Background: an optimization exercise with open tools, aiming at small area, a short achievable clock period and few clock cycles per item. Do not read the settings as production practice.
At most, simulation tests tie the RTL to the original design; equivalence was not proved.
Only the layout flow was run in runs 1 and 2; the RTL was not checked for function there.
Power and IR drop assume default switching activity.

File: design/flow/run.sh
#!/bin/bash
# synth_recipe.tcl (not shown) runs the flow's synth.tcl, then flattens the netlist and writes it again
# the make line also repeats each setting of config.mk as NAME=value (left out here)
make -C /OpenROAD-flow-scripts/flow DESIGN_CONFIG=/design/flow/config.mk WORK_HOME=/design/flow/orfs CLKGATE_MAP_FILE= SYNTH_SCRIPT=/design/flow/synth_recipe.tcl finish
File: design/flow/config.mk
export PLATFORM = sky130hd
export DESIGN_NAME = nvme_admin
export DESIGN_NICKNAME = nvme_admin
export VERILOG_FILES = /design/flow/design.v
export SDC_FILE = /design/flow/constraint.sdc
export NUM_CORES = 4
export LEC_CHECK = 0
export CAP_MARGIN = 20
export CORE_MARGIN = 2
export CORE_UTILIZATION = 40
export SETUP_SLACK_MARGIN = 2.5
export SLEW_MARGIN = 20
File: design/flow/constraint.sdc
create_clock -name core_clock -period 5.0 [get_ports {clk}]
set_input_delay 1.0000 -clock core_clock [delete_from_list [all_inputs] [get_ports {clk}]]
set_output_delay 1.0000 -clock core_clock [all_outputs]
set_load 0.01 [all_outputs]
File: design/flow/design.v
`default_nettype none
module admin_fifo #(
    parameter int WIDTH   = 8,
    parameter int DEPTH   = 8,
    parameter int DEC_LSB = 0,
    parameter int DEC_W   = 1
) (
    input  wire logic                  clk,
    input  wire logic                  rst_n,
    input  wire logic                  push,
    input  wire logic [WIDTH-1:0]      wr_data,
    input  wire logic                  pop,
    output logic      [WIDTH-1:0]      head,
    output logic                       head_valid,
    output logic      [2**DEC_W-1:0]   head_dec,
    output logic                       can_push
);
    localparam int R  = DEPTH - 1;
    localparam int CW = $clog2(R + 1);
    logic [WIDTH-1:0] mem [R];
    logic [R-1:0]     wr_oh;
    logic [R-1:0]     rd_oh;
    logic [CW-1:0]    rcnt;
    logic [CW-1:0]    rcnt_nx;
    logic             nfull;
    logic             rnempty;
    logic             h_load;
    logic             from_ram;
    logic             bypass;
    logic             ram_wr;
    logic             hv_nx;
    logic [WIDTH-1:0] ram_out;
    logic [WIDTH-1:0] h_in;
    assign h_load   = !head_valid || pop;
    assign from_ram = h_load && rnempty;
    assign bypass   = h_load && !rnempty && push;
    assign ram_wr   = push && !bypass;
    assign hv_nx    = h_load ? (rnempty || push) : 1'b1;
    always_comb begin
        rcnt_nx = rcnt;
        if (ram_wr && !from_ram) rcnt_nx = rcnt + 1'b1;
        if (!ram_wr && from_ram) rcnt_nx = rcnt - 1'b1;
    end
    always_ff @(posedge clk) begin
        if (!rst_n) begin
            wr_oh      <= R'(1);
            rd_oh      <= R'(1);
            rcnt       <= '0;
            nfull      <= 1'b1;
            rnempty    <= 1'b0;
            head_valid <= 1'b0;
            head_dec   <= '0;
        end else begin
            if (ram_wr)   wr_oh <= {wr_oh[R-2:0], wr_oh[R-1]};
            if (from_ram) rd_oh <= {rd_oh[R-2:0], rd_oh[R-1]};
            rcnt       <= rcnt_nx;
            nfull      <= (rcnt_nx != CW'(R));
            rnempty    <= (rcnt_nx != '0);
            head_valid <= hv_nx;
            if (h_load) begin
                head_dec <= '0;
                if (rnempty || push) head_dec[h_in[DEC_LSB +: DEC_W]] <= 1'b1;
            end
        end
    end
    for (genvar e = 0; e < R; e++) begin : g_ent
        always_ff @(posedge clk) begin
            if (nfull && wr_oh[e]) mem[e] <= wr_data;
        end
    end
    always_comb begin
        ram_out = '0;
        for (int e = 0; e < R; e++) begin
            ram_out = ram_out | (mem[e] & {WIDTH{rd_oh[e]}});
        end
    end
    assign h_in = rnempty ? ram_out : wr_data;
    always_ff @(posedge clk) begin
        if (h_load) head <= h_in;
    end
    assign can_push = nfull;
endmodule
`default_nettype wire
`default_nettype none
module rq_ingress #(
    parameter int FE_CH = 4,
    parameter int MW    = 63
) (
    input  wire logic [FE_CH*MW-1:0] fe_rq,
    output logic      [FE_CH-1:0]    fe_rq_ready,
    input  wire logic                can_push,
    output logic                     push,
    output logic      [MW-2:0]       wr_data
);
    localparam int FE_IDX = $clog2(FE_CH);
    logic [FE_CH-1:0]  vld;
    logic [FE_CH-1:0]  grant;
    logic [FE_IDX-1:0] sel;
    logic [MW-2:0]     pay;
    always_comb begin
        for (int i = 0; i < FE_CH; i++) vld[i] = fe_rq[i*MW + MW-1];
        grant = vld & ~(vld - 1'b1);
    end
    always_comb begin
        pay = '0;
        sel = '0;
        for (int i = 0; i < FE_CH; i++) begin
            pay = pay | (fe_rq[i*MW +: MW-1] & {(MW-1){grant[i]}});
            sel = sel | (FE_IDX'(i) & {FE_IDX{grant[i]}});
        end
    end
    assign wr_data     = {pay[MW-2:FE_IDX], sel};
    assign push        = can_push && (vld != '0);
    assign fe_rq_ready = grant & {FE_CH{can_push}};
endmodule
`default_nettype wire
`default_nettype none
module rq_egress #(
    parameter int BE_CH = 2,
    parameter int MW    = 63
) (
    input  wire logic                head_valid,
    output logic                     pop,
    input  wire logic [MW-2:0]       head,
    output logic      [BE_CH*MW-1:0] be_rq,
    input  wire logic [BE_CH-1:0]    be_rq_ready
);
    logic [BE_CH-1:0] grant;
    assign grant = be_rq_ready & ~(be_rq_ready - 1'b1);
    assign pop   = head_valid && (be_rq_ready != '0);
    always_comb begin
        for (int b = 0; b < BE_CH; b++) begin
            be_rq[b*MW +: MW] = {head_valid && grant[b], head};
        end
    end
endmodule
`default_nettype wire
`default_nettype none
module cp_ingress #(
    parameter int BE_CH  = 2,
    parameter int MW     = 57,
    parameter int ID_W   = 12,
    parameter int BE_IDX = (BE_CH > 1) ? $clog2(BE_CH) : 1
) (
    input  wire logic [BE_CH*MW-1:0]     be_cp,
    output logic      [BE_CH-1:0]        be_cp_ready,
    input  wire logic                    can_push,
    output logic                         push,
    output logic [MW-1-ID_W+BE_IDX-1:0]  wr_data
);
    localparam int PW = MW - 1 - ID_W;    
    logic [BE_CH-1:0]  vld;
    logic [BE_CH-1:0]  grant;
    logic [BE_IDX-1:0] sel;
    logic [PW-1:0]     pay;
    always_comb begin
        for (int i = 0; i < BE_CH; i++) vld[i] = be_cp[i*MW + MW-1];
        grant = vld & ~(vld - 1'b1);
    end
    always_comb begin
        pay = be_cp[(BE_CH-1)*MW + ID_W +: PW];
        sel = BE_IDX'(BE_CH-1);
        for (int i = BE_CH-2; i >= 0; i--) begin
            if (vld[i]) begin
                pay = be_cp[i*MW + ID_W +: PW];
                sel = BE_IDX'(i);
            end
        end
    end
    assign wr_data     = {pay, sel};
    assign push        = can_push && (vld != '0);
    assign be_cp_ready = grant & {BE_CH{can_push}};
endmodule
`default_nettype wire
`default_nettype none
module cp_egress #(
    parameter int FE_CH  = 4,
    parameter int MW     = 57,
    parameter int ID_W   = 12,
    parameter int BE_IDX = 1
) (
    input  wire logic [FE_CH-1:0]            head_dec,
    output logic                             pop,
    input  wire logic [MW-1-ID_W+BE_IDX-1:0] head,
    output logic      [FE_CH*MW-1:0]         fe_cp,
    input  wire logic [FE_CH-1:0]            fe_cp_ready
);
    logic [FE_CH-1:0] hit;
    assign hit = head_dec & fe_cp_ready;
    assign pop = hit != '0;
    always_comb begin
        for (int h = 0; h < FE_CH; h++) begin
            fe_cp[h*MW +: MW] = {hit[h], head[MW-2+BE_IDX-ID_W:BE_IDX],
                                 ID_W'(head[BE_IDX-1:0])};
        end
    end
endmodule
`default_nettype wire
`default_nettype none
module nvme_admin (
    input  wire logic         clk,
    input  wire logic         rst_n,
    input  wire logic [251:0] fe_rq,
    output logic      [3:0]   fe_rq_ready,
    output logic      [227:0] fe_cp,
    input  wire logic [3:0]   fe_cp_ready,
    output logic      [125:0] be_rq,
    input  wire logic [1:0]   be_rq_ready,
    input  wire logic [113:0] be_cp,
    output logic      [1:0]   be_cp_ready
);
    localparam int FE_CH      = 4;
    localparam int BE_CH      = 2;
    localparam int RQ_W       = 63;
    localparam int CP_W       = 57;
    localparam int ID_W       = 12;
    localparam int FIFO_DEPTH = 8;
    localparam int BE_IDX     = 1;
    localparam int RQ_SW      = RQ_W - 1;
    localparam int CP_SW      = CP_W - 1 - ID_W + BE_IDX;
    logic             rq_push, rq_pop, rq_can_push, rq_head_valid;
    logic [RQ_SW-1:0] rq_wr_data, rq_head;
    logic [1:0]       rq_head_dec;
    logic             cp_push, cp_pop, cp_can_push, cp_head_valid;
    logic [CP_SW-1:0] cp_wr_data, cp_head;
    logic [FE_CH-1:0] cp_head_dec;
    rq_ingress #(
        .FE_CH (FE_CH),
        .MW    (RQ_W)
    ) rq_ingress_inst (
        .fe_rq       (fe_rq),
        .fe_rq_ready (fe_rq_ready),
        .can_push    (rq_can_push),
        .push        (rq_push),
        .wr_data     (rq_wr_data)
    );
    admin_fifo #(
        .WIDTH (RQ_SW),
        .DEPTH (FIFO_DEPTH)
    ) rq_fifo_inst (
        .clk        (clk),
        .rst_n      (rst_n),
        .push       (rq_push),
        .wr_data    (rq_wr_data),
        .pop        (rq_pop),
        .head       (rq_head),
        .head_valid (rq_head_valid),
        .head_dec   (rq_head_dec),
        .can_push   (rq_can_push)
    );
    rq_egress #(
        .BE_CH (BE_CH),
        .MW    (RQ_W)
    ) rq_egress_inst (
        .head_valid  (rq_head_valid),
        .pop         (rq_pop),
        .head        (rq_head),
        .be_rq       (be_rq),
        .be_rq_ready (be_rq_ready)
    );
    cp_ingress #(
        .BE_CH  (BE_CH),
        .MW     (CP_W),
        .ID_W   (ID_W),
        .BE_IDX (BE_IDX)
    ) cp_ingress_inst (
        .be_cp       (be_cp),
        .be_cp_ready (be_cp_ready),
        .can_push    (cp_can_push),
        .push        (cp_push),
        .wr_data     (cp_wr_data)
    );
    admin_fifo #(
        .WIDTH   (CP_SW),
        .DEPTH   (FIFO_DEPTH),
        .DEC_LSB (BE_IDX),
        .DEC_W   (2)
    ) cp_fifo_inst (
        .clk        (clk),
        .rst_n      (rst_n),
        .push       (cp_push),
        .wr_data    (cp_wr_data),
        .pop        (cp_pop),
        .head       (cp_head),
        .head_valid (cp_head_valid),
        .head_dec   (cp_head_dec),
        .can_push   (cp_can_push)
    );
    cp_egress #(
        .FE_CH  (FE_CH),
        .MW     (CP_W),
        .ID_W   (ID_W),
        .BE_IDX (BE_IDX)
    ) cp_egress_inst (
        .head_dec    (cp_head_dec),
        .pop         (cp_pop),
        .head        (cp_head),
        .fe_cp       (fe_cp),
        .fe_cp_ready (fe_cp_ready)
    );
endmodule
`default_nettype wire
==> summary.md, run 1 <==
| Metric | Value |
|---|---|
| Status | `complete, no violations` |
| Initial drt markers | `2541` |
| GP Congestion | `0.815` |
| P_sw | `4960 uW` |
| Synthesized area per cell | `16.1 sq um` |
| Pint | `14200 uW` |
| Main synth FF type | `edfxtp_1` |
| CP Capture Type | `output port` |
| Number of cells after detailed placement | `between 3k and 4k` |
| Vias in the first global route | `roughly 23k` |
| Worst-Skew Late Latency | `660 ps` |
| PnR worst setup slack | `2160 ps` |
| Slew @ Worst Pin | `1150 ps` |
| Synth warn | `8` |
| Total core area | `88600 sq um` |
| CTS tree | `yes` |
| Crit start category | `input port` |
| Crit path largest cell delay | `between 300 and 400 ps` |
| Netlist Area Pre-Place | `around 36000 sq um` |
| Switching portion of total power | `25.8%` |
| Vert. Die Dim | `304 um` |
| RSZ-0062 raised after global routing | `yes` |
| Worst path top cell family by delay | `simple AND/OR/NAND/NOR gates` |
| Total grt overflow | `0` |
| Die width | `304 um` |
| Critical path fanouts, max | `3` |
| Combinational power share | `between 10% and 20%` |
| Core Rows | `109` |
| Fmax | `352 MHz` |
| RR Startpoint | `rq_fifo_inst.rd_oh[2]` |
| GRT Resource Usage Total | `22.0%` |
| Post-synth EDFFs | `between 800 and 900` |
| Pre-CTS setup slack | `approximately 830 ps` |
| Buf/Inv on CP | `2` |
| Max-cap viol count | `0` |
| Worst Path Required | `4000 ps` |
| Slowest stage cell, crit path | `nor4b_4` |
| Clk network pwr share | `35.3%` |
| Seq pwr share | `48.6%` |
| Cell area power density | `424 nW/um^2` |
| Routed wire per std cell | `26.6 um` |
| Post-route core utilization | `51.2%` |
| Initial antenna violation count | `4` |
| Fill cells | `7360` |
| Via Count | `22.5k` |
| Final net count | `3103` |
| Post-DP HPWL | `60100 um` |
| Worst Path Arrival | `1840 ps` |
| Final setup vio count | `0` |
| Clock root buffer | `clkbuf_16` |
| Slew Viols, Final | `0` |
| Fin crit share | `around 57%` |
| DRC | `0` |
| CTS Sinks | `900` |
| Hold Crit Class | `flip-flop to flip-flop` |
| DRT antenna net count | `0` |
| Flop-to-flop setup slack | `2660 ps` |
| Worst-case reg-to-reg path depth | `4` |
| Tmin final | `about 2800 ps` |
| First-pass DRT Iterations | `6` |
| H-tree levels | `3` |
| Worst Setup Path Type | `input port to output port` |
| Largest net degree at the start of global routing | `93` |
| Critical-path cell list | `buf_16 -> nor4b_4 -> and2_4 -> buf_6` |
| CP Depth | `4` |
| Max_slew headroom | `between 20% and 30%` |
| WL final | `106000 um` |
| Yosys cell types | `54` |
| Vias per cell | `5.67` |
| Finished Layout Cells | `a little under 4k` |
| Critical path endpoint | `fe_rq_ready[3]` |
| Hold Vio Cnt, Final | `0` |
| First-pass GRT wire length | `~150000 um` |
| Seq/Total Area, Yosys | `74.0%` |
| Port Buffer Count | `657` |
| Maximum vdd ir drop | `between 0.0003 and 0.0004 V` |
| Initial Util | `40.5%` |
| Yosys reg bits | `900` |
| P&R area growth vs syn | `26.3%` |
| Clk_skew | `54.0 ps` |
| Clock edge transition at the registers on the reported setup and hold paths | `about 50 ps` |
| I/O pin count | `approximately 730` |
| Share of cells above drive strength 1 | `14.5%` |
| Max clock buf depth | `3` |
| LEAKAGE | `0.0156 uW` |
| Cells after synthesis | `2231` |
| Final setup TNS | `0 ps` |
| Crit path from | `fe_rq[125]` |
| Cts bufs inserted | `92` |
| Crit Reg-Reg Endpoint | `rq_fifo_inst.head[34]` |
| Async SR Flop Fraction | `0%` |
| Die ar. | `roughly 90000 sq um` |
per-layer routing:
metal	global-route usage, %	wire length [um]
met5	0	20
met4	5.50	1850
met3	3.25	7380
met2	39.7	54800
met1	27.8	41600
stage by stage:
stage | total power (uW) | hold WS (ps) | cell area [sq um]
6_report | 19200 | 483 | 45400
2_1_floorplan | 11300 | 425 | 36200
4_1_cts | 19300 | 485 | 45200
3_3_place_gp | 12700 | 466 | 42100
3_5_place_dp | 12800 | 473 | 42100
5_1_grt | 19900 | 513 | 45400
registers in the layout, summed over array words and instances, names as in the netlist, 4 cells and up:
register               flops
cp_fifo_inst.rd_oh         7
cp_fifo_inst.wr_oh         7
rq_fifo_inst.wr_oh         7
cp_fifo_inst.head_dec      4
cp_fifo_inst.head         45
rq_fifo_inst.rd_oh         7
rq_fifo_inst.mem         434
rq_fifo_inst.head         62
cp_fifo_inst.mem         315
tightest hold or removal path, delay by kind of cell (launching register included):
kind	cells	cell delay, ps
compound gates	1	60
flops	1	340
simple gates	1	50
logic make-up after synthesis:
kind of cell	after synthesis	synth area share [%]
DFF	900	74.0
and+or+nand+nor	202	2.64
muxes	68	2.05
AOI/OAI and AO/OA	644	14.2
buffers and inverters	407	6.82
adders and majority gates	5	0.167
other	1	0.0104
xor gates and xnor gates	4	0.0975
layout make-up:
type,count,area (sq um),share of cell area [%]
diodes,1,2.50,0.00552
clock buffers,115,2390,5.27
clock inverters,55,621,1.37
inverters,11,58.8,0.130
multi-input cells,967,7180,15.8
flip-flops and latches,900,26600,58.7
well taps,1165,1460,3.21
repair buffers,753,7030,15.5
power by group through the flow:
stage          sequential [uW]  clock [uW]  combinational, uW
2_1_floorplan             9430           0               1840
3_3_place_gp              9510           0               3230
3_5_place_dp              9540           0               3250
4_1_cts                   9340        6910               3070
5_1_grt                   9380        7210               3300
6_report                  9330        6780               3100
how the worst min path moves through the flow:
stage,slack (ps),cells past startpoint,endpoint,start
after global routing,510,2,cp_fifo_inst.head_dec[3],cp_fifo_inst.head_dec[3]
after floorplan,430,2,cp_fifo_inst.head_dec[3],cp_fifo_inst.head_dec[3]
after CTS,490,2,cp_fifo_inst.head_dec[3],cp_fifo_inst.head_dec[3]
after global placement,470,2,cp_fifo_inst.head_dec[3],cp_fifo_inst.head_dec[3]
final,480,2,cp_fifo_inst.head_dec[3],cp_fifo_inst.head_dec[3]
after detailed placement,470,2,cp_fifo_inst.head_dec[3],cp_fifo_inst.head_dec[3]
cells in the final DEF (no fill, tap or decap), types with 23 or more instances in the layout:
master and instances:
edfxtp_1 856, clkdlybuf4s50_1 329, dlygate4sd2_1 223, a22oi_1 121, a222oi_1 108, nor2_1 108, a22o_1 105, a221oi_1 105
a31oi_1 105, clkbuf_16 92, buf_4 68, o21ai_1 53, mux2_2 44, conb_1 44, clkbuf_2 37, buf_6 35
clkdlybuf4s15_1 34, dfxtp_1 27, mux2i_1 24, nand2_1 23, clkbuf_1 23
timing repair:
| item | CTS | global route |
|---|---|---|
| pin swaps | 7 | 5 |
| resized for setup | 497 | 118 |
| hold buffers | 0 | 0 |
| setup endpoints to repair | 883 | 149 |
| setup buffers | 44 | 17 |
| gates cloned | 2 | 0 |
cells in the mapped netlist, types with 12 or more instances:
cell	instances	area share [%]
and2_1	25	0.44
a222oi_1	108	3.0
a22o_1	105	2.6
buf_1	25	0.26
nand3_1	12	0.17
o21ai_1	59	0.82
nand2_1	24	0.25
mux2i_1	24	0.67
a221oi_1	105	2.6
edfxtp_1	856	72
clkbuf_1	120	1.3
a31oi_1	105	1.8
nor2b_1	19	0.33
nor2_1	109	1.1
buf_4	241	5.0
dfxtp_1	44	2.5
a22oi_1	124	2.6
mux2_2	44	1.4
==> run 2: changes to the inputs <==
==> design/flow/flow/run.sh (new file) <==
#!/bin/bash
# Standard layout, with plain buf_1 cells as the port buffers.
set -euo pipefail
export BUFFER_PORTS_ARGS="-buffer_cell sky130_fd_sc_hd__buf_1"
bash standard.sh > standard_make.log 2>&1
==> design/flow/standard.sh (new file) <==
#!/bin/bash
# synth_recipe.tcl (not shown) runs the flow's synth.tcl, then flattens the netlist and writes it again
# the make line also repeats each setting of config.mk as NAME=value (left out here)
make -C /OpenROAD-flow-scripts/flow DESIGN_CONFIG=/design/flow/config.mk WORK_HOME=/design/flow/orfs CLKGATE_MAP_FILE= SYNTH_SCRIPT=/design/flow/synth_recipe.tcl "${@:-finish}"
removed: design/flow/run.sh
==> run 2 against run 1 <==
Non-clock buffer count shrank 29; critical endpoint unchanged; power shrank 4.3%; critical path type unchanged; still clean; hold slack gained 7.0 ps; via count shrank 1.1%; sequential cell count is the same.
==> summary.md, run 2 <==
| Metric | Value |
|---|---|
| Critical-path cell list | `clkbuf_16 -> nor4b_4 -> buf_12 -> and2_4 -> buf_6` |
| Post-DP HPWL | `56200 um` |
| Cell area power density | `between 400 and 500 nW/um^2` |
| Netlist Area Pre-Place | `35900 sq um` |
| Fmax | `343 MHz` |
| Total core area | `88600 sq um` |
| Pint | `13500 uW` |
| Clock edge transition at the registers on the reported setup and hold paths | `60 ps` |
| Largest net degree at the start of global routing | `80` |
| P&R area growth vs syn | `15.7%` |
| M2 GR Usage | `a little under two fifths` |
| I/O pin count | `734` |
| Slew Viols, Final | `0` |
| Crit start category | `input port` |
| Pre-CTS setup slack | `1400 ps` |
| Hold Crit Class | `flip-flop to flip-flop` |
| Crit Reg-Reg Endpoint | `rq_fifo_inst.head[38]` |
| Synth warn | `8` |
| Clock root buffer | `clkbuf_16` |
| Seq pwr share | `50.8%` |
| Commonest cells in the synthesized netlist | `edfxtp_1, buf_4, a22oi_1` |
| Cells after synthesis | `roughly 2.2k` |
| Share of cells above drive strength 1 | `12.4%` |
| Max_slew headroom | `35.3%` |
| Number of cells after detailed placement | `3736` |
| Commonest non-fill, non-tap cell in the layout | `edfxtp_1` |
| Final setup vio count | `0` |
| Port Buffer Count | `657` |
| Main synth FF type | `edfxtp_1` |
| Synthesized area per cell | `16.1 sq um` |
| Final net count | `3073` |
| RR Startpoint | `rq_fifo_inst.rd_oh[5]` |
| Initial antenna violation count | `4` |
| Commonest cells after routing, fill and taps aside | `edfxtp_1, buf_1, a22oi_1, a222oi_1, nor2_1` |
| Buf/Inv on CP | `3` |
| Hold Vio Cnt, Final | `0` |
| First-pass DRT Iterations | `7` |
| First-pass GRT wire length | `about 140000 um` |
| Met1 usage | `26.6%` |
| Hold path startpoint | `cp_fifo_inst.head_dec[3]` |
| WL final | `between 100000 and 150000 um` |
| Post-synth top area share | `71.6%` |
| Routed wire per std cell | `~25 um` |
| Worst Hold Depth | `2` |
| DRC | `0` |
| Initial Util | `40.5%` |
| Total grt overflow | `0` |
| Clk_skew | `75.4 ps` |
| Worst Path Arrival | `approximately 1900 ps` |
| Switching portion of total power | `26.4%` |
| Final setup TNS | `0 ps` |
| Slew @ Worst Pin | `971 ps` |
| Via Count | `between 20k and 25k` |
| Maximum vdd ir drop | `about 0.00031 V` |
| Top cells by area, synth | `edfxtp_1, buf_4, a222oi_1` |
| DRT antenna net count | `0` |
| Largest Register | `rq_fifo_inst.mem` |
| Flop-to-flop setup slack | `about 2600 ps` |
| Post-synth EDFFs | `roughly 860` |
| LEAKAGE | `around 0.013 uW` |
| PnR worst setup slack | `2080 ps` |
| Global routing met3 resource utilization | `3.34%` |
| Dominant cell type by area after synthesis | `edfxtp_1` |
| Fin crit share | `58.3%` |
| Yosys reg bits | `900` |
| CTS Sinks | `900` |
| RSZ-0062 raised after global routing | `yes` |
| Cts bufs inserted | `a little over 90` |
| Max-cap viol count | `0` |
| Top-count cell post-synth | `edfxtp_1` |
| Vias per cell | `approximately 5.7` |
| Clk network pwr share | `about 36%` |
| Worst Setup Path Type | `input port to output port` |
| Yosys cell types | `54` |
| Worst-Skew Late Latency | `680 ps` |
| Crit path from | `fe_rq[125]` |
| Async SR Flop Fraction | `0%` |
| Seq/Total Area, Yosys | `about 74%` |
| Die ar. | `92200 sq um` |
| Worst-case reg-to-reg path depth | `4` |
| Worst path top cell family by delay | `simple AND/OR/NAND/NOR gates` |
| Max clock buf depth | `3` |
| Finished Layout Cells | `3936` |
| CP Depth | `5` |
| Die width | `304 um` |
| Vias in the first global route | `22.5k` |
| Core Rows | `around 110` |
| Worst Path Required | `roughly 4000 ps` |
| Slowest stage cell, crit path | `nor4b_4` |
| Status | `complete, no violations` |
| Critical path fanouts, max | `3` |
| GRT Resource Usage Total | `a little over a fifth` |
| Max reg flops | `434` |
| Combinational power share | `about an eighth` |
| Initial drt markers | `2201` |
| Hold EP | `cp_fifo_inst.head_dec[3]` |
| CTS tree | `yes` |
| H-tree levels | `3` |
| P_sw | `~4900 uW` |
| GR peak layer | `met2` |
| Top Registers | `rq_fifo_inst.mem: 434 flops, cp_fifo_inst.mem: 315 flops, rq_fifo_inst.head: 62 flops` |
| Tmin final | `2920 ps` |
| GP Congestion | `0.852` |
| Crit path largest cell delay | `roughly 340 ps` |
| CP Capture Type | `output port` |
| Vert. Die Dim | `approximately 300 um` |
run 2: cell types whose count changed in the layout (fill, tap and decap cells not counted), moves of 9 or more:
cell,delta
buf_1,+643
clkdlybuf4s15_1,-34
o21ai_2,+21
buf_6,-26
clkbuf_2,-36
dlygate4sd2_1,-223
clkdlybuf4s50_1,-329
clkbuf_1,-9
buf_4,-14
o21ai_1,-22
run 2: power by group through the flow:
stage	Sequential, uW	Clock, uW	Combinational [uW]
6_report	9350	6670	2370
5_1_grt	9410	7070	2550
4_1_cts	9360	6790	2370
3_5_place_dp	9520	0	2320
3_3_place_gp	9480	0	2300
2_1_floorplan	9430	0	1840
run 2: tightest hold or removal path: stages, from the launching register on:
cell and delay (ps):
dfxtp_1 340, nand2_1 50, o21ai_0 70
run 2: final cells by class:
type                    count  area, sq um
repair buffers            724         3210
clock inverters            61          616
fillers                  7645        47100
clock buffers             106         2340
well taps                1165         1460
inverters                  11         73.8
multi-input cells         967         7260
diodes                      2         5.00
flip-flops and latches    900        26600
run 2: repair_timing:
item,CTS,global route
hold buffers,0,0
gates cloned,4,0
pin swaps,4,6
gates resized for setup,50,32
setup buffers,17,10
endpoints found under the setup margin,213,46
run 2: per-stage QoR:
stage | instance area [sq um] | hold WS, ps | total power (uW) | util, %
6_report | 41600 | 490 | 18400 | 46.9
5_1_grt | 41600 | 519 | 19000 | 46.9
4_1_cts | 41400 | 489 | 18500 | 46.7
3_5_place_dp | 38000 | 473 | 11800 | 42.9
3_3_place_gp | 38000 | 462 | 11800 | 42.9
2_1_floorplan | 36200 | 425 | 11300 | -
run 2: kinds of logic (layout without fill, tap and decap cells):
group	after synthesis	count (layout)	synth area share (%)
other	1	46	0.0104
adders and majority gates	5	5	0.167
muxes	68	68	2.05
and+or+nand+nor	202	202	2.64
xor gates and xnor gates	4	4	0.0975
AOI/OAI and AO/OA	644	644	14.2
buffers and inverters	407	902	6.82
DFF	900	900	74.0
run 2: per-layer routing:
metal  vias to the layer above  share of wire, %
met5                         -             0.012
met2                      1118                51
met4                         2               2.5
met1                     11200                39
met3                       131               7.7
li1                       9788                 -
run 2: how the worst max path moves through the flow:
| stage | to | slack, ps |
|---|---|---|
| floorplan | fe_rq_ready[3] | 2150 |
| global placement | fe_rq_ready[3] | 1440 |
| detailed placement | fe_rq_ready[3] | 1400 |
| CTS | fe_rq_ready[3] | 2080 |
| global route | fe_rq_ready[3] | 2070 |
| finish | fe_rq_ready[3] | 2080 |
==> run 3: changes to the inputs <==
--- a/design/flow/design.v
+++ b/design/flow/design.v
@@ -28,3 +28,2 @@
     logic             from_ram;
-    logic             bypass;
     logic             ram_wr;
@@ -35,5 +34,4 @@
     assign from_ram = h_load && rnempty;
-    assign bypass   = h_load && !rnempty && push;
-    assign ram_wr   = push && !bypass;
-    assign hv_nx    = h_load ? (rnempty || push) : 1'b1;
+    assign ram_wr   = push;
+    assign hv_nx    = h_load ? rnempty : 1'b1;
     always_comb begin
@@ -61,3 +59,3 @@
                 head_dec <= '0;
-                if (rnempty || push) head_dec[h_in[DEC_LSB +: DEC_W]] <= 1'b1;
+                if (rnempty) head_dec[h_in[DEC_LSB +: DEC_W]] <= 1'b1;
             end
@@ -76,3 +74,3 @@
     end
-    assign h_in = rnempty ? ram_out : wr_data;
+    assign h_in = ram_out;
     always_ff @(posedge clk) begin
--- a/design/flow/config.mk
+++ b/design/flow/config.mk
@@ -10,3 +10,4 @@
 export CORE_UTILIZATION = 40
-export SETUP_SLACK_MARGIN = 2.5
+export CTS_BUF_LIST = sky130_fd_sc_hd__clkbuf_4 sky130_fd_sc_hd__clkbuf_8
+export SETUP_SLACK_MARGIN = 3.0
 export SLEW_MARGIN = 20
==> run 3 against run 2 <==
Still clean on timing, DRC and antenna; sequential power is 6.2% higher; global-route usage fell by 0.37 points; critical path depth down 1; cell count fell by 0.41%; cell area fell by 0.50%; die area fell by 2.5%; critical endpoint unchanged; largest power group unchanged.
==> summary.md, run 3 <==
| Metric | Value |
|---|---|
| Status | `complete, no violations` |
| I/O pin count | `734` |
| Met3 wire length | `7170 um` |
| Worst-case reg-to-reg path depth | `6` |
| Via Count | `21.5k` |
| Netlist Area Pre-Place | `approximately 35000 sq um` |
| Clock edge transition at the registers on the reported setup and hold paths | `60 ps` |
| Reg area | `roughly 27000 sq um` |
| Max-cap viol count | `0` |
| DRT antenna net count | `0` |
| Post-route core utilization | `between 40% and 50%` |
| Final net count | `3032` |
| Top-count cell post-synth | `edfxtp_1` |
| Crit Reg-Reg Endpoint | `cp_fifo_inst.nfull` |
| Worst-Skew Late Latency | `780 ps` |
| Clk_skew | `between 40 and 50 ps` |
| Synthesized area per cell | `roughly 17 sq um` |
| Routed wire per std cell | `24.9 um` |
| Hold_ws | `469 ps` |
| Critical path fanouts, max | `3` |
| Max clock buf depth | `3` |
| First-pass DRT Iterations | `7` |
| Post-DP HPWL | `53500 um` |
| Slew @ Worst Pin | `1000 ps` |
| Final setup vio count | `0` |
| Hold path startpoint | `cp_fifo_inst.wr_oh[3]` |
| Initial Util | `40.3%` |
| Hold EP | `cp_fifo_inst.wr_oh[4]` |
| P&R area growth vs syn | `18.2%` |
| Hold_buf cts | `0` |
| Max reg flops | `434` |
| RSZ-0062 raised after global routing | `yes` |
| Slew Viols, Final | `0` |
| H-tree levels | `4` |
| WL met2 | `a little over 50000 um` |
| Top cells by area, synth | `edfxtp_1, a22oi_1, buf_4` |
| Clock root buffer | `clkbuf_8` |
| Buf/Inv on CP | `2` |
| Multi-input gate area | `~6700 sq um` |
| Worst Path Required | `4000 ps` |
| Dominant cell type by area after synthesis | `edfxtp_1` |
| Post-synth top area share | `73.4%` |
| GP Congestion | `between 0.7 and 0.8` |
| Total core area | `around 87000 sq um` |
| GRT Resource Usage Total | `20.6%` |
| Yosys reg bits | `900` |
| Slowest stage cell, crit path | `nor3_4` |
| First-pass GRT wire length | `136000 um` |
| Total grt overflow | `0` |
| Hold Crit Class | `flip-flop to flip-flop` |
| Async SR Flop Fraction | `0%` |
| Commonest cells in the synthesized netlist | `edfxtp_1, a22oi_1, buf_4` |
| Largest Register | `rq_fifo_inst.mem` |
| Maximum vdd ir drop | `roughly 0.00033 V` |
| Seq/Total Area, Yosys | `75.9%` |
| Max_slew headroom | `33.1%` |
| Main synth FF type | `edfxtp_1` |
| Flop-to-flop setup slack | `between 2000 and 3000 ps` |
| CP Capture Type | `output port` |
| DRC | `0` |
| Crit start category | `input port` |
| Vias per cell | `5.48` |
| WL final | `97400 um` |
| Die ar. | `around 90000 sq um` |
| LEAKAGE | `0.0140 uW` |
| Final setup TNS | `0 ps` |
| RR Startpoint | `cp_fifo_inst.head_dec[0]` |
| Cts bufs inserted | `approximately 150` |
| Crit path largest cell delay | `160 ps` |
| Largest net degree at the start of global routing | `118` |
| Commonest cells after routing, fill and taps aside | `edfxtp_1, buf_1, a22oi_1, clkbuf_2, clkbuf_8` |
| Worst path top cell family by delay | `simple AND/OR/NAND/NOR gates` |
| Fmax | `about 400 MHz` |
| Core Rows | `108` |
| Share of cells above drive strength 1 | `24.9%` |
| Worst Setup Path Type | `input port to output port` |
| Critical-path cell list | `clkbuf_16 -> nor3_4 -> and3_1 -> buf_2` |
| Post-synth EDFFs | `856` |
| Uppermost routed layer | `met5` |
| Commonest non-fill, non-tap cell in the layout | `edfxtp_1` |
| CP Depth | `4` |
| Worst Hold Depth | `2` |
| Vert. Die Dim | `300 um` |
| Cell area power density | `486 nW/um^2` |
| Fin crit share | `51.3%` |
| Wl on met1 | `37000 um` |
| CTS tree | `yes` |
| Yosys cell types | `48` |
| Cells after synthesis | `about 2.1k` |
| CTS Sinks | `900` |
| Initial antenna violation count | `7` |
| Fill cells | `about 7.4k` |
| Initial drt markers | `2288` |
| Die width | `between 200 and 300 um` |
| Hold Vio Cnt, Final | `0` |
| Top Registers | `rq_fifo_inst.mem: 434 flops, cp_fifo_inst.mem: 315 flops, rq_fifo_inst.head: 62 flops` |
| Synth warn | `8` |
| Worst Path Arrival | `1570 ps` |
| Vias in the first global route | `21.2k` |
| Port Buffer Count | `657` |
| Tmin final | `2570 ps` |
## run 3: cell types whose count changed in the layout (fill, tap and decap cells not counted), sizes merged, moves of 18 or more
cell | previous run | this run
nor2 | 110 | 76
nor2b | 19 | 1
a221oi | 105 | 0
nand2 | 24 | 53
a31oi | 105 | 4
buf | 716 | 534
a21oi | 4 | 22
o21ai | 70 | 5
a22oi | 124 | 278
clkbuf | 113 | 389
clkinv | 51 | 33
a22o | 105 | 0
nand3 | 12 | 112
a221o | 1 | 60
## run 3: how the worst max path moves through the flow
stage / slack, ps / from / end
5_1_grt: 2400 / fe_rq[125] / fe_rq_ready[3]
6_report: 2430 / fe_rq[125] / fe_rq_ready[3]
3_3_place_gp: 1820 / fe_rq[125] / rq_fifo_inst.mem[2][51]
3_5_place_dp: 1760 / fe_rq[125] / rq_fifo_inst.mem[4][51]
4_1_cts: 2410 / rq_fifo_inst.nfull / fe_rq_ready[2]
2_1_floorplan: 2390 / fe_rq[62] / fe_rq_ready[1]
## run 3: what timing repair did
action | CTS | global route
cloned | 9 | 1
setup buffers | 13 | 7
resized for setup | 100 | 214
endpoints found under the setup margin | 1069 | 545
pin swaps | 18 | 10
## run 3: layout make-up
| class | instances | share of cell area (%) |
|---|---|---|
| clock buffer | 209 | 6.02 |
| tap | 1155 | 3.49 |
| antenna | 2 | 0.0121 |
| sequential | 900 | 64.4 |
| timing repair buffer | 715 | 8.62 |
| multi-input combinational | 878 | 16.3 |
| inverter | 13 | 0.178 |
| clock inverter | 48 | 1.04 |
## run 3: through the flow
| step | area (sq um) | setup WS (ps) | total power [uW] | cells |
|---|---|---|---|---|
| after floorplan | 35900 | 2390 | 12800 | 2160 |
| after global placement | 37500 | 1820 | 13500 | 3630 |
| after detailed placement | 37500 | 1760 | 13500 | 3630 |
| after CTS | 40900 | 2410 | 20000 | 3909 |
| after global routing | 41400 | 2400 | 20900 | 3920 |
| final | 41400 | 2430 | 20100 | 3920 |
## run 3: logic make-up after synthesis
logic type               count (synthesis)  synth area share [%]
AO/OA/AOI/OAI                          486                  11.5
XOR/XNOR                                 5                 0.179
adder cells (fa/ha/maj)                  4                 0.143
buffers and inverters                  390                  6.84
flip-flops                             900                  75.9
multiplexers                            54                  1.70
other                                    1                0.0107
AND/OR/NAND/NOR                        277                  3.65
## run 3: layer usage
layer,vias up,track usage (%)
li1,9411,-
met1,10800,24.5
met2,1085,36.8
met3,147,3.92
met4,6,7.89
met5,-,0
## run 3: report_power, final
group	switching [uW]	internal, uW
clock network	2920	3420
logic	2380	1450
registers	653	9280
total	5950	14100
## run 3: worst register-to-register path, delay by kind of cell, from the launching register on
kind,cells,cell delay (ps)
buffers and inverters,1,200
DFF,1,330
AOI/OAI and AO/OA,3,700
and+or+nand+nor,2,690
Testbench counts of run 3, summed over its fixed seeds: cycles 2,060, items 3,072.
==> run 4: changes to the inputs <==
--- a/design/flow/config.mk
+++ b/design/flow/config.mk
@@ -10,3 +10,2 @@
 export CORE_UTILIZATION = 40
-export CTS_BUF_LIST = sky130_fd_sc_hd__clkbuf_4 sky130_fd_sc_hd__clkbuf_8
 export SETUP_SLACK_MARGIN = 3.0
==> run 4 against run 3 <==
Highest routed layer unchanged; largest power group unchanged; critical path type unchanged; sequential power is essentially flat; die area stayed put; worst setup slack got worse by 17 ps; sequential cell count did not move; sequential share of layout area fell by 0.92 points; clock power up 6.5%; combinational power grew 2%.
==> summary.md, run 4 <==
| Metric | Value |
|---|---|
| Status | `complete, no violations` |
| Final setup TNS | `0 ps` |
| Hold_buf cts | `0` |
| Die width | `300 um` |
| CTS Sinks | `900` |
| First-pass GRT wire length | `134000 um` |
| Initial antenna violation count | `6` |
| I/O pin count | `734` |
| Routed wire per std cell | `25.4 um` |
| Post-synth top area share | `73.4%` |
| P_sw | `5910 uW` |
| Crit Reg-Reg Endpoint | `rq_fifo_inst.mem[4][39]` |
| Slew @ Worst Pin | `1020 ps` |
| WL final | `98100 um` |
| Synthesized area per cell | `16.5 sq um` |
| Cts bufs inserted | `91` |
| Max reg flops | `434` |
| Seq/Total Area, Yosys | `75.9%` |
| Worst Hold Depth | `2` |
| Synth warn | `8` |
| Yosys cell types | `48` |
| Uppermost routed layer | `met5` |
| Max_slew headroom | `32.0%` |
| Final setup vio count | `0` |
| Commonest cells after routing, fill and taps aside | `edfxtp_1, buf_1, a22oi_1, clkbuf_2, nand3_1` |
| Initial drt markers | `about 2.5k` |
| Pint | `14700 uW` |
| WL met2 | `about 50000 um` |
| PnR worst setup slack | `2420 ps` |
| Initial Util | `40.3%` |
| Largest family of logic cells by synthesized area | `compound AO/OA/AOI/OAI gates` |
| CTS tree | `yes` |
| Compound-Gate Fraction of Synth Area | `11.5%` |
| Hold Crit Class | `flip-flop to flip-flop` |
| Vias in the first global route | `between 20k and 25k` |
| First-pass DRT Iterations | `9` |
| Total core area | `86800 sq um` |
| Mux contribution to synthesized area | `1.70%` |
| DRC | `0` |
| Dominant cell type by area after synthesis | `edfxtp_1` |
| Clock edge transition at the registers on the reported setup and hold paths | `60 ps` |
| Slew Viols, Final | `0` |
| Port Buffer Count | `657` |
| Max clock buf depth | `3` |
| Commonest non-fill, non-tap cell in the layout | `edfxtp_1` |
| Async SR Flop Fraction | `0%` |
| RR Startpoint | `rq_fifo_inst.nfull` |
| Vert. Die Dim | `300 um` |
| Vias per cell | `5.53` |
| Hold EP | `cp_fifo_inst.wr_oh[4]` |
| LEAKAGE | `0.0141 uW` |
| Netlist Area Pre-Place | `about 35000 sq um` |
| Post-Synth XOR/XNOR Area | `less than 1%` |
| Tmin final | `2580 ps` |
| Worst Setup Path Type | `input port to output port` |
| Maximum vdd ir drop | `0.000346 V` |
| Met3 wire length | `7460 um` |
| DRT antenna net count | `0` |
| Largest Register | `rq_fifo_inst.mem` |
| H-tree levels | `3` |
| Hold Vio Cnt, Final | `0` |
| Post-synth EDFFs | `856` |
| Cells after synthesis | `2117` |
| Worst-Skew Late Latency | `640 ps` |
| Flop-to-flop setup slack | `a little under 3000 ps` |
| Top Registers | `rq_fifo_inst.mem: 434 flops, cp_fifo_inst.mem: 315 flops, rq_fifo_inst.head: 62 flops` |
| Simple-gate share of the synthesized area | `3.65%` |
| Switching portion of total power | `about 29%` |
| Worst Path Arrival | `1580 ps` |
| Commonest cells in the synthesized netlist | `edfxtp_1, a22oi_1, buf_4` |
| Final net count | `3004` |
| Die ar. | `89900 sq um` |
| Critical path fanouts, max | `5` |
| Clk network pwr share | `32.8%` |
| Wl on met1 | `between 30000 and 40000 um` |
| Fin crit share | `approximately half` |
| Total grt overflow | `0` |
| Post-DP HPWL | `approximately 53000 um` |
| Via Count | `21.3k` |
| Largest net degree at the start of global routing | `118` |
| Share of cells above drive strength 1 | `24.3%` |
| Clock root buffer | `clkbuf_16` |
| Hold path startpoint | `cp_fifo_inst.wr_oh[3]` |
| Cell area power density | `490 nW/um^2` |
| Seq pwr share | `48.3%` |
| RSZ-0062 raised after global routing | `yes` |
| Worst-case reg-to-reg path depth | `3` |
| Area share of fa/ha/maj cells after synthesis | `less than 1%` |
| Fmax | `slightly below 400 MHz` |
| Combinational power share | `18.9%` |
| Clk_skew | `38.9 ps` |
| GRT Resource Usage Total | `20.1%` |
| CP Capture Type | `output port` |
| Post-route core utilization | `roughly 48%` |
| Worst Path Required | `4000 ps` |
| Crit start category | `input port` |
| Yosys reg bits | `900` |
| P&R area growth vs syn | `19.9%` |
| Max-cap viol count | `0` |
| Pre-CTS setup slack | `1760 ps` |
| Top cells by area, synth | `edfxtp_1, a22oi_1, buf_4` |
| Core Rows | `between 100 and 150` |
| Top-count cell post-synth | `edfxtp_1` |
| GP Congestion | `0.769` |
| Main synth FF type | `edfxtp_1` |
[run 4: cell families after synthesis]
logic type | Yosys count
AOI/OAI and AO/OA | 486
xor gates and xnor gates | 5
adders and majority gates | 4
buffers and inverters | 390
DFF | 900
muxes | 54
other | 1
and+or+nand+nor | 277
[run 4: metal layers]
metal,global-route usage [%],vias to the layer above
li1,-,9344
met1,24.6,10800
met2,36.0,1055
met3,3.39,155
met4,6.69,6
met5,0,-
[run 4: final cells by class]
class | instances | area, sq um
diodes | 2 | 5.00
clock buffers | 108 | 2380
clock inverters | 60 | 633
fillers | 7287 | 44800
inverters | 13 | 78.8
multi-input cells | 875 | 6770
flip-flops and latches | 900 | 26600
well taps | 1155 | 1450
repair buffers | 745 | 4020
[run 4: power groups by stage]
stage | clock network (uW) | logic, uW | registers [uW]
floorplan | 0 | 2840 | 9950
global placement | 0 | 3440 | 10000
detailed placement | 0 | 3430 | 10100
CTS | 6880 | 3630 | 9940
global route | 7180 | 4170 | 10000
finish | 6750 | 3890 | 9930
[run 4: timing repair]
action	in CTS	in global routing
cloned	6	9
pin swaps	9	13
setup buffers	27	15
gates resized for setup	132	243
setup endpoints to repair	1109	843
[run 4: how the worst max path moves through the flow]
| stage | start | to | slack [ps] | cells past startpoint |
|---|---|---|---|---|
| floorplan | fe_rq[62] | fe_rq_ready[1] | 2390 | 5 |
| global placement | fe_rq[125] | rq_fifo_inst.mem[2][51] | 1820 | 5 |
| detailed placement | fe_rq[125] | rq_fifo_inst.mem[4][51] | 1760 | 5 |
| CTS | fe_rq[125] | fe_rq_ready[3] | 2430 | 4 |
| global route | fe_rq[125] | fe_rq_ready[3] | 2400 | 4 |
| finish | fe_rq[251] | fe_rq_ready[3] | 2420 | 3 |
[run 4: critical path, cell delays in order]
cell    delay, ps
buf_1         260
and3_1        200
buf_2         130
[run 4: through the flow]
stage,power [uW],cells,hold WS [ps],instance area (sq um)
2_1_floorplan,12800,2160,440,35900
3_3_place_gp,13500,3630,451,37500
3_5_place_dp,13500,3630,463,37500
4_1_cts,20400,3831,473,41300
5_1_grt,21400,3857,494,42000
6_report,20600,3858,471,42000
==> run 5: changes to the inputs <==
--- a/design/flow/config.mk
+++ b/design/flow/config.mk
@@ -9,3 +9,4 @@
 export CORE_MARGIN = 2
-export CORE_UTILIZATION = 40
+export CORE_UTILIZATION = 65
+export CTS_BUF_LIST = sky130_fd_sc_hd__clkbuf_4 sky130_fd_sc_hd__clkbuf_8
 export SETUP_SLACK_MARGIN = 3.0
==> run 5 against run 4 <==
Still clean; count of clock-buffer cells in the layout rose by 95; via count rose by 0.47%; cell count fell by 11%; cell area fell by 3.1%; synthesized area did not move; clock skew fell by 19 ps; clock power fell by 13%; fmax fell by 0.79%; first-iteration DRC count fell by 2.9%; hold slack got worse by 2.2 ps; critical path type unchanged.
==> summary.md, run 5 <==
| Metric | Value |
|---|---|
| Status | `complete, no violations` |
| Vert. Die Dim | `236 um` |
| CTS tree | `yes` |
| Post-DP HPWL | `48500 um` |
| GP Congestion | `around 0.84` |
| Worst-case reg-to-reg path depth | `8` |
| GRT Resource Usage Total | `30.6%` |
| First-pass GRT wire length | `between 100000 and 150000 um` |
| Main synth FF type | `edfxtp_1` |
| Share of cells above drive strength 1 | `about a quarter` |
| RR Startpoint | `cp_fifo_inst.head_dec[0]` |
| Tmin final | `2610 ps` |
| Fill cells | `3263` |
| Crit Reg-Reg Endpoint | `cp_fifo_inst.nfull` |
| P&R area growth vs syn | `16.1%` |
| Die ar. | `about 56000 sq um` |
| Synth warn | `8` |
| Maximum vdd ir drop | `0.000414 V` |
| Total core area | `about 53000 sq um` |
| Worst-Skew Late Latency | `between 700 and 800 ps` |
| Hold Crit Class | `flip-flop to flip-flop` |
| Port Buffer Count | `657` |
| Commonest cells after routing, fill and taps aside | `edfxtp_1, buf_1, a22oi_1, clkbuf_2, clkbuf_8` |
| Hold path startpoint | `cp_fifo_inst.wr_oh[5]` |
| Yosys cell types | `48` |
| Finished Layout Cells | `3451` |
| Routed wire per std cell | `25.2 um` |
| Initial drt markers | `between 2k and 2.5k` |
| Max reg flops | `434` |
| RSZ-0062 raised after global routing | `yes` |
| Final net count | `3029` |
| Largest net degree at the start of global routing | `77` |
| Hold EP | `cp_fifo_inst.wr_oh[6]` |
| Clock root buffer | `clkbuf_8` |
| Worst Setup Path Type | `input port to output port` |
| I/O pin count | `~730` |
| Max-cap viol count | `0` |
| LEAKAGE | `between 0.01 and 0.015 uW` |
| Clock edge transition at the registers on the reported setup and hold paths | `60 ps` |
| Dominant cell type by area after synthesis | `edfxtp_1` |
| Final setup TNS | `0 ps` |
| Via Count | `21.4k` |
| Max_slew headroom | `32.7%` |
| Initial Util | `65.4%` |
| DRC | `0` |
| Vias per cell | `6.21` |
| Total grt overflow | `0` |
| CP Capture Type | `output port` |
| Cts bufs inserted | `137` |
| Cell area power density | `482 nW/um^2` |
| Critical path fanouts, max | `4` |
| Netlist Area Pre-Place | `35000 sq um` |
| Clk_skew | `19.9 ps` |
| Reg area | `26600 sq um` |
| Async SR Flop Fraction | `0%` |
| Hold_buf cts | `0` |
| Hold_ws | `469 ps` |
| Final setup vio count | `0` |
| H-tree levels | `4` |
| CTS Sinks | `900` |
| Largest Register | `rq_fifo_inst.mem` |
| Yosys reg bits | `900` |
| Seq/Total Area, Yosys | `75.9%` |
| Top Registers | `rq_fifo_inst.mem: 434 flops, cp_fifo_inst.mem: 315 flops, rq_fifo_inst.head: 62 flops` |
| First-pass DRT Iterations | `8` |
| Multi-input gate area | `6710 sq um` |
| WL final | `between 80000 and 90000 um` |
| Slew @ Worst Pin | `just over 1000 ps` |
| Fmax | `roughly 380 MHz` |
| Crit start category | `input port` |
| Top cells by area, synth | `edfxtp_1, a22oi_1, buf_4` |
| Number of cells after detailed placement | `3173` |
| Hold Vio Cnt, Final | `0` |
| Die width | `~240 um` |
| Top-count cell post-synth | `edfxtp_1` |
| Commonest cells in the synthesized netlist | `edfxtp_1, a22oi_1, buf_4` |
| Cells after synthesis | `2117` |
| DRT antenna net count | `0` |
| Synthesized area per cell | `16.5 sq um` |
| Max clock buf depth | `3` |
| Slew Viols, Final | `0` |
| Worst Path Arrival | `between 1500 and 2000 ps` |
| Initial antenna violation count | `2` |
| Commonest non-fill, non-tap cell in the layout | `edfxtp_1` |
| Flop-to-flop setup slack | `3040 ps` |
| Worst Path Required | `4000 ps` |
| Post-synth top area share | `about three quarters` |
| Core Rows | `85` |
| Vias in the first global route | `~21k` |
| Post-synth EDFFs | `856` |
| Tot Pwr | `19600 uW` |
| Fin crit share | `52.1%` |
| Worst Hold Depth | `2` |
-- run 5: worst max-delay path: stages --
cell and delay, ps:
clkbuf_16 140, nor3_4 160, and3_1 170, buf_2 130
-- run 5: timing repair --
action | CTS | global route
buffers inserted | 22 | 6
gates resized for setup | 122 | 183
pin swaps | 11 | 11
cloned | 4 | 2
setup endpoints to repair | 1244 | 904
-- run 5: cell families (layout without fill, tap and decap cells) --
group | Yosys count | in the layout | synth area share [%]
flip-flops | 900 | 900 | 75.9
AND/OR/NAND/NOR | 277 | 278 | 3.65
XOR/XNOR | 5 | 5 | 0.179
adder cells (fa/ha/maj) | 4 | 4 | 0.143
multiplexers | 54 | 54 | 1.70
buffers and inverters | 390 | 982 | 6.84
AO/OA/AOI/OAI | 486 | 486 | 11.5
other | 1 | 46 | 0.0107
-- run 5: final cells by class --
cell class | instances | share of cell area, %
clock buffer | 203 | 6.04
timing repair buffer | 728 | 9.09
sequential | 900 | 65.5
multi-input combinational | 871 | 16.5
clock inverter | 38 | 0.517
inverter | 13 | 0.172
tap | 696 | 2.14
antenna | 2 | 0.0123
-- run 5: worst max path at each step --
stage	from	to	slack, ps	cells past startpoint
final	fe_rq[125]	fe_rq_ready[3]	2390	4
after global routing	fe_rq[125]	fe_rq_ready[3]	2360	4
after CTS	rq_fifo_inst.nfull	fe_rq_ready[2]	2420	3
after detailed placement	fe_rq[125]	fe_rq_ready[1]	1480	4
after global placement	fe_rq[125]	fe_rq_ready[1]	1490	4
after floorplan	fe_rq[62]	fe_rq_ready[1]	2390	5
-- run 5: per-layer routing --
layer  up-vias  routed length, um  global-route usage, %
met5         -                  0                      0
met2      1193              44200                   52.1
met4         0               2010                   10.0
met3       144               7450                   5.85
li1       9388                  -                      -
met1     10700              33400                   40.1
-- run 5: power by group --
group	total, uW	leakage, uW	switching [uW]	internal [uW]
Clock	5860	0.00143	2630	3230
Combinational	3760	0.00402	2290	1460
Sequential	9990	0.00845	707	9280
Total	19600	0.0139	5630	14000
-- run 5: per-stage QoR --
step / util [%] / setup WS, ps / instance area [sq um]
2_1_floorplan: - / 2390 / 35900
3_3_place_gp: 69.0 / 1490 / 36900
3_5_place_dp: 69.0 / 1480 / 36900
4_1_cts: 75.3 / 2420 / 40300
5_1_grt: 76.0 / 2360 / 40600
6_report: 76.0 / 2390 / 40600
==> run 6: changes to the inputs <==
--- a/design/flow/config.mk
+++ b/design/flow/config.mk
@@ -9,4 +9,6 @@
 export CORE_MARGIN = 2
-export CORE_UTILIZATION = 65
-export CTS_BUF_LIST = sky130_fd_sc_hd__clkbuf_4 sky130_fd_sc_hd__clkbuf_8
+export CORE_UTILIZATION = 40
+export CTS_BUF_LIST = sky130_fd_sc_hd__clkbuf_8 sky130_fd_sc_hd__clkbuf_16
+export CTS_CLUSTER_DIAMETER = 60
+export CTS_CLUSTER_SIZE = 24
 export SETUP_SLACK_MARGIN = 3.0
==> run 6 against run 5 <==
Die area rose by 61%; first-iteration DRC count grew 3.8%; sequential share of layout area is 1.1 points lower; worst setup slack gained 19 ps; synthesized cell count stayed put; via count shrank 0.83%; count of clock-buffer cells in the layout decreased by 144; synthesized area unchanged.
==> summary.md, run 6 <==
| Metric | Value |
|---|---|
| Fin crit share | `between 50% and 60%` |
| Netlist Area Pre-Place | `35000 sq um` |
| First-pass GRT wire length | `approximately 140000 um` |
| Routed wire per std cell | `26.2 um` |
| Maximum vdd ir drop | `between 0.0004 and 0.0005 V` |
| Synthesized area per cell | `16.5 sq um` |
| Slew Viols, Final | `0` |
| Via Count | `21.3k` |
| Max_slew headroom | `32.2%` |
| GRT Resource Usage Total | `20.4%` |
| GP Congestion | `0.769` |
| Main synth FF type | `edfxtp_1` |
| Max-cap viol count | `0` |
| DRC | `0` |
| Number of cells after detailed placement | `3630` |
| H-tree levels | `2` |
| WL final | `100000 um` |
| Reg area | `26600 sq um` |
| Slowest stage cell, crit path | `nor3_4` |
| Worst-Skew Late Latency | `roughly 660 ps` |
| Hold Vio Cnt, Final | `0` |
| Cts bufs inserted | `59` |
| Max clock buf depth | `3` |
| Clk_skew | `41.1 ps` |
| Top-count cell post-synth | `edfxtp_1` |
| Vias per cell | `5.56` |
| Clock edge transition at the registers on the reported setup and hold paths | `~80 ps` |
| Dominant cell type by area after synthesis | `edfxtp_1` |
| Final setup TNS | `0 ps` |
| Worst Path Required | `4000 ps` |
| Post-DP HPWL | `between 50000 and 60000 um` |
| Vert. Die Dim | `300 um` |
| Hold Crit Class | `flip-flop to flip-flop` |
| Final setup vio count | `0` |
| Yosys cell types | `48` |
| Commonest non-fill, non-tap cell in the layout | `edfxtp_1` |
| Critical-path cell list | `clkbuf_16 -> buf_4 -> nor3_4 -> buf_2` |
| Post-synth top area share | `approximately 73%` |
| Clock root buffer | `clkbuf_16` |
| First-pass DRT Iterations | `6` |
| Yosys reg bits | `900` |
| Async SR Flop Fraction | `0%` |
| Core Rows | `108` |
| RSZ-0062 raised after global routing | `yes` |
| Top Registers | `rq_fifo_inst.mem: 434 flops, cp_fifo_inst.mem: 315 flops, rq_fifo_inst.head: 62 flops` |
| Tmin final | `between 2000 and 3000 ps` |
| Max reg flops | `434` |
| Crit path largest cell delay | `160 ps` |
| Largest Register | `rq_fifo_inst.mem` |
| Initial antenna violation count | `5` |
| Largest net degree at the start of global routing | `~120` |
| Port Buffer Count | `approximately 660` |
| Hold_buf cts | `0` |
| CP Capture Type | `output port` |
| I/O pin count | `734` |
| Critical path fanouts, max | `4` |
| Slew @ Worst Pin | `1020 ps` |
| CTS Sinks | `900` |
| CTS tree | `yes` |
| LEAKAGE | `0.0138 uW` |
| Cell area power density | `459 nW/um^2` |
| Fin area | `41300 sq um` |
| Final net count | `2992` |
| Fill cells | `approximately 7.3k` |
| Synth warn | `8` |
| Crit start category | `input port` |
| Fmax | `387 MHz` |
| Worst Setup Path Type | `input port to output port` |
| Post-synth EDFFs | `856` |
| Die width | `approximately 300 um` |
| Share of cells above drive strength 1 | `roughly a quarter` |
| Commonest cells in the synthesized netlist | `edfxtp_1, a22oi_1, buf_4` |
| Worst Path Arrival | `approximately 1600 ps` |
| Multi-input gate area | `6820 sq um` |
| Vias in the first global route | `between 20k and 25k` |
| Commonest cells after routing, fill and taps aside | `edfxtp_1, buf_1, a22oi_1, clkbuf_2, nand3_1` |
| Initial drt markers | `2481` |
| Post-DP Area | `37500 sq um` |
| Seq/Total Area, Yosys | `75.9%` |
| PnR worst setup slack | `2410 ps` |
| P&R area growth vs syn | `18.0%` |
| Top cells by area, synth | `edfxtp_1, a22oi_1, buf_4` |
| Die ar. | `89900 sq um` |
| Status | `complete, no violations` |
| Cells after synthesis | `2117` |
| Initial Util | `40.3%` |
| DRT antenna net count | `0` |
| Total core area | `between 80000 and 90000 sq um` |
| Pre-CTS setup slack | `1760 ps` |
| Finished Layout Cells | `3819` |
| Total grt overflow | `0` |
## run 6: cell count changes in the layout (fill, tap and decap cells not counted), moves of 9 or more
cell       previous run  this run
clkinv_1             26         3
buf_6                41        56
inv_8                 0        10
clkbuf_2            162       177
inv_6                 0         9
and2_2                5        14
a221o_2               0        48
clkbuf_8            152         1
clkbuf_4             54         0
clkbuf_16             2        67
a221o_1              60        12
buf_1               458       438
## run 6: layout make-up
class / count / area share, %
Clock inverter: 50 / 1.32
Clock buffer: 59 / 3.57
Timing Repair Buffer: 761 / 10.4
Antenna cell: 2 / 0.0121
Tap cell: 1155 / 3.50
Multi-Input combinational cell: 879 / 16.5
Sequential cell: 900 / 64.4
Inverter: 13 / 0.197
## run 6: worst paths after layout
| check | start | to | slack (ps) | cells past startpoint |
|---|---|---|---|---|
| max | fe_rq[125] | fe_rq_ready[2] | 2410 | 4 |
| min reg2reg | cp_fifo_inst.wr_oh[3] | cp_fifo_inst.wr_oh[4] | 470 | 2 |
| min | cp_fifo_inst.wr_oh[3] | cp_fifo_inst.wr_oh[4] | 470 | 2 |
| max reg2reg | cp_fifo_inst.head_dec[0] | cp_fifo_inst.nfull | 2970 | 6 |
## run 6: critical path: cells and delay by family
family / cells / cell delay, ps
AND/OR/NAND/NOR: 1 / 160
buffers and inverters: 3 / 420
## run 6: cells by family (layout without fill, tap and decap cells)
kind of cell             Yosys count  in the layout  share of synthesized area, %
flip-flops                       900            900                          75.9
AO/OA/AOI/OAI                    486            486                          11.5
buffers and inverters            390            883                          6.84
AND/OR/NAND/NOR                  277            286                          3.65
multiplexers                      54             54                          1.70
XOR/XNOR                           5              5                         0.179
adder cells (fa/ha/maj)            4              4                         0.143
other                              1             46                        0.0107
## run 6: per-stage QoR
step	hold WS (ps)	total power, uW	util (%)
floorplan	440	12800	-
global placement	451	13500	43.2
detailed placement	463	13500	43.2
CTS	477	18800	46.5
global route	497	19700	47.6
finish	471	19000	47.6
## run 6: power by group
| group | internal, uW | switching [uW] | total [uW] |
|---|---|---|---|
| Sequential | 9260 | 649 | 9900 |
| Clock | 2340 | 2790 | 5130 |
| Combinational | 1520 | 2420 | 3940 |
## run 6: per-layer routing
metal / share of wire (%) / track usage [%] / routed length [um] / vias to the layer above
met3: 7.7 / 3.11 / 7710 / 150
met1: 37 / 25.1 / 37400 / 10700
met4: 3.1 / 5.74 / 3130 / 6
li1: - / - / - / 9302
met5: 0.034 / 0 / 34 / -
met2: 52 / 37.3 / 51900 / 1095
## run 6: timing repair
| item | CTS | global route |
|---|---|---|
| pin swaps | 14 | 22 |
| endpoints found under the setup margin | 1111 | 847 |
| resized for setup | 126 | 280 |
| setup buffers | 27 | 30 |
| cloned | 12 | 8 |
==> run 7: changes to the inputs <==
--- a/design/flow/config.mk
+++ b/design/flow/config.mk
@@ -7,2 +7,3 @@
 export LEC_CHECK = 0
+export ABC_CLOCK_PERIOD_IN_PS = 1000
 export CAP_MARGIN = 20
@@ -11,4 +12,4 @@
 export CTS_BUF_LIST = sky130_fd_sc_hd__clkbuf_8 sky130_fd_sc_hd__clkbuf_16
-export CTS_CLUSTER_DIAMETER = 60
-export CTS_CLUSTER_SIZE = 24
+export CTS_CLUSTER_DIAMETER = 70
+export CTS_CLUSTER_SIZE = 30
 export SETUP_SLACK_MARGIN = 3.0
==> run 7 against run 6 <==
Highest routed layer unchanged; power shrank 3.5%; combinational power hardly changed; clock skew grew 9.1 ps.
==> summary.md, run 7 <==
| Metric | Value |
|---|---|
| Slew @ Worst Pin | `1000 ps` |
| Max clock buf depth | `3` |
| CP Capture Type | `output port` |
| First-pass DRT Iterations | `8` |
| Status | `complete, no violations` |
| Worst Path Required | `~4000 ps` |
| Worst-Skew Late Latency | `640 ps` |
| Clk_skew | `50.2 ps` |
| Top-count cell post-synth | `edfxtp_1` |
| Max_slew headroom | `33.2%` |
| GP Congestion | `0.769` |
| Vert. Die Dim | `roughly 300 um` |
| Share of cells above drive strength 1 | `23.7%` |
| Slowest stage cell, crit path | `nor3_4` |
| DRC | `0` |
| Post-DP HPWL | `~53000 um` |
| Initial drt markers | `roughly 2.5k` |
| Vias in the first global route | `around 20k` |
| Dominant cell type by area after synthesis | `edfxtp_1` |
| Die ar. | `89900 sq um` |
| Critical path fanouts, max | `4` |
| Maximum vdd ir drop | `roughly 0.0003 V` |
| Final setup TNS | `0 ps` |
| Worst Setup Path Type | `input port to output port` |
| Largest net degree at the start of global routing | `118` |
| Via Count | `21.1k` |
| P&R area growth vs syn | `16.7%` |
| Main synth FF type | `edfxtp_1` |
| Post-synth top area share | `73.4%` |
| Critical-path cell list | `clkbuf_16 -> nor3_4 -> and3_1 -> buf_2` |
| Async SR Flop Fraction | `0%` |
| Hold_buf cts | `0` |
| Port Buffer Count | `657` |
| Die width | `300 um` |
| Core Rows | `108` |
| Initial antenna violation count | `7` |
| Crit start category | `input port` |
| Top Registers | `rq_fifo_inst.mem: 434 flops, cp_fifo_inst.mem: 315 flops, rq_fifo_inst.head: 62 flops` |
| Cell area power density | `448 nW/um^2` |
| DRT antenna net count | `0` |
| Final setup vio count | `0` |
| Cts bufs inserted | `45` |
| Vias per cell | `5.57` |
| Max reg flops | `434` |
| Max-cap viol count | `0` |
| Worst Path Arrival | `1580 ps` |
| Cells after synthesis | `~2.1k` |
| Hold Vio Cnt, Final | `0` |
| Yosys cell types | `48` |
| Total grt overflow | `0` |
| First-pass GRT wire length | `133000 um` |
| WL final | `98400 um` |
| CTS Sinks | `900` |
| Synth warn | `8` |
| H-tree levels | `2` |
| Routed wire per std cell | `around 26 um` |
| RSZ-0062 raised after global routing | `yes` |
| Tmin final | `around 2600 ps` |
| I/O pin count | `734` |
| CTS tree | `yes` |
| Fill cells | `7380` |
| Crit path largest cell delay | `170 ps` |
| LEAKAGE | `0.0136 uW` |
| Hold Crit Class | `flip-flop to flip-flop` |
| Synthesized area per cell | `16.5 sq um` |
| Top cells by area, synth | `edfxtp_1, a22oi_1, buf_4` |
| GRT Resource Usage Total | `19.9%` |
| Total core area | `between 80000 and 90000 sq um` |
| Commonest cells in the synthesized netlist | `edfxtp_1, a22oi_1, buf_4` |
| Commonest non-fill, non-tap cell in the layout | `edfxtp_1` |
| Largest Register | `rq_fifo_inst.mem` |
| Clock root buffer | `clkbuf_16` |
| Initial Util | `between 40% and 50%` |
| Netlist Area Pre-Place | `35000 sq um` |
| Reg area | `26600 sq um` |
| Yosys reg bits | `900` |
| Final net count | `2968` |
| Post-synth EDFFs | `~860` |
| Fin crit share | `about half` |
| Slew Viols, Final | `0` |
| Fmax | `388 MHz` |
| Tot Pwr | `18300 uW` |
| Seq/Total Area, Yosys | `75.9%` |
| Commonest cells after routing, fill and taps aside | `edfxtp_1, buf_1, a22oi_1, clkbuf_2, nand3_1` |
| Multi-input gate area | `~6800 sq um` |
| Clock edge transition at the registers on the reported setup and hold paths | `90 ps` |
-- run 7: cell counts after synthesis --
No cell type changed its count.
-- run 7: area by class of cell --
| type | count | share of cell area [%] |
|---|---|---|
| diodes | 4 | 0.0245 |
| well taps | 1155 | 3.54 |
| repair buffers | 755 | 10.5 |
| inverters | 13 | 0.187 |
| clock buffers | 45 | 2.76 |
| flip-flops and latches | 900 | 65.2 |
| multi-input cells | 875 | 16.6 |
| clock inverters | 37 | 1.20 |
-- run 7: cell families (layout without fill, tap and decap cells) --
| family | Yosys count | after routing | share of synthesized area [%] |
|---|---|---|---|
| flip-flops | 900 | 900 | 75.9 |
| other | 1 | 48 | 0.0107 |
| multiplexers | 54 | 54 | 1.70 |
| AO/OA/AOI/OAI | 486 | 486 | 11.5 |
| buffers and inverters | 390 | 850 | 6.84 |
| AND/OR/NAND/NOR | 277 | 282 | 3.65 |
| adder cells (fa/ha/maj) | 4 | 4 | 0.143 |
| XOR/XNOR | 5 | 5 | 0.179 |
-- run 7: through the flow --
step                      util [%]  hold WS, ps  setup WS [ps]  cell area, sq um  cells
after floorplan                  -          440           2390             35900   2160
after global routing          47.1          500           2400             40800   3780
final                         47.1          474           2420             40900   3784
after global placement        43.2          451           1820             37500   3630
after CTS                     46.3          474           2420             40100   3753
after detailed placement      43.2          463           1760             37500   3630
-- run 7: final timing paths --
| kind | from | endpoint | slack [ps] | cells past startpoint |
|---|---|---|---|---|
| max reg2reg | cp_fifo_inst.head_dec[0] | cp_fifo_inst.nfull | 3000 | 6 |
| max | fe_rq[125] | fe_rq_ready[3] | 2420 | 4 |
| min | cp_fifo_inst.wr_oh[3] | cp_fifo_inst.wr_oh[4] | 470 | 2 |
| min reg2reg | cp_fifo_inst.wr_oh[3] | cp_fifo_inst.wr_oh[4] | 470 | 2 |
-- run 7: routing by layer --
layer | vias to the layer above | wire length, um | part of all wire (%) | GRT usage [%]
met2 | 991 | 51100 | 52 | 36.3
li1 | 9229 | - | - | -
met3 | 119 | 6830 | 6.9 | 2.45
met5 | - | 35 | 0.036 | 0
met1 | 10700 | 37600 | 38 | 24.9
met4 | 6 | 2860 | 2.9 | 5.68
-- run 7: critical path: cells and delay by family --
kind,cells,cell delay (ps)
buf+inv,2,260
simple gates,2,330
-- run 7: power breakdown --
group          switching (uW)  internal, uW  total [uW]
Clock                    2560          1910        4470
Combinational            2410          1530        3940
Sequential                648          9250        9900
Total                    5620         12700       18300
-- run 7: what timing repair did --
action                                 in CTS  in global routing
setup buffers                              31                 17
pin swaps                                  26                 12
endpoints found under the hold margin       0                  0
setup endpoints to repair                1110                986
gates cloned                               10                  9
gates resized for setup                   137                264

-- port drivers added, routing unchanged --
How much do the figures lean on ideal ports? The routed layouts below were timed once more, with nothing changed but the port constraints. Step 1, drivers: a clkbuf_16 drives clk and a buf_2 each remaining input, both assumed. Step 2 times the ports against the registers' clock, not the clock port: input delays grow and output delays shrink by t, the midpoint of the rising clock arrivals with the driver on. Three values: no drivers, after step 1, after step 2; two values: the first two.
run | t, ns | slack for setup (ns) | worst setup path after step 2
run 1 | 0.708 | 2.161 / 2.027 / 1.759 | input to register
run 2 | 0.709 | 2.084 / 1.958 / 1.582 | input to register
run 3 | 0.829 | 2.433 / 2.280 / 2.013 | input to register
run 4 | 0.686 | 2.415 / 2.306 / 1.941 | input to register
run 5 | 0.820 | 2.395 / 2.300 / 1.745 | input to register
run 6 | 0.700 | 2.414 / 2.276 / 1.808 | input to register
run 7 | 0.676 | 2.421 / 2.298 / 1.963 | input to register
After both steps every run listed still meets setup and hold. For run 5, which loses most, drivers alone change the setup slack by -0.095 ns; drivers and shift together by -0.650 ns.
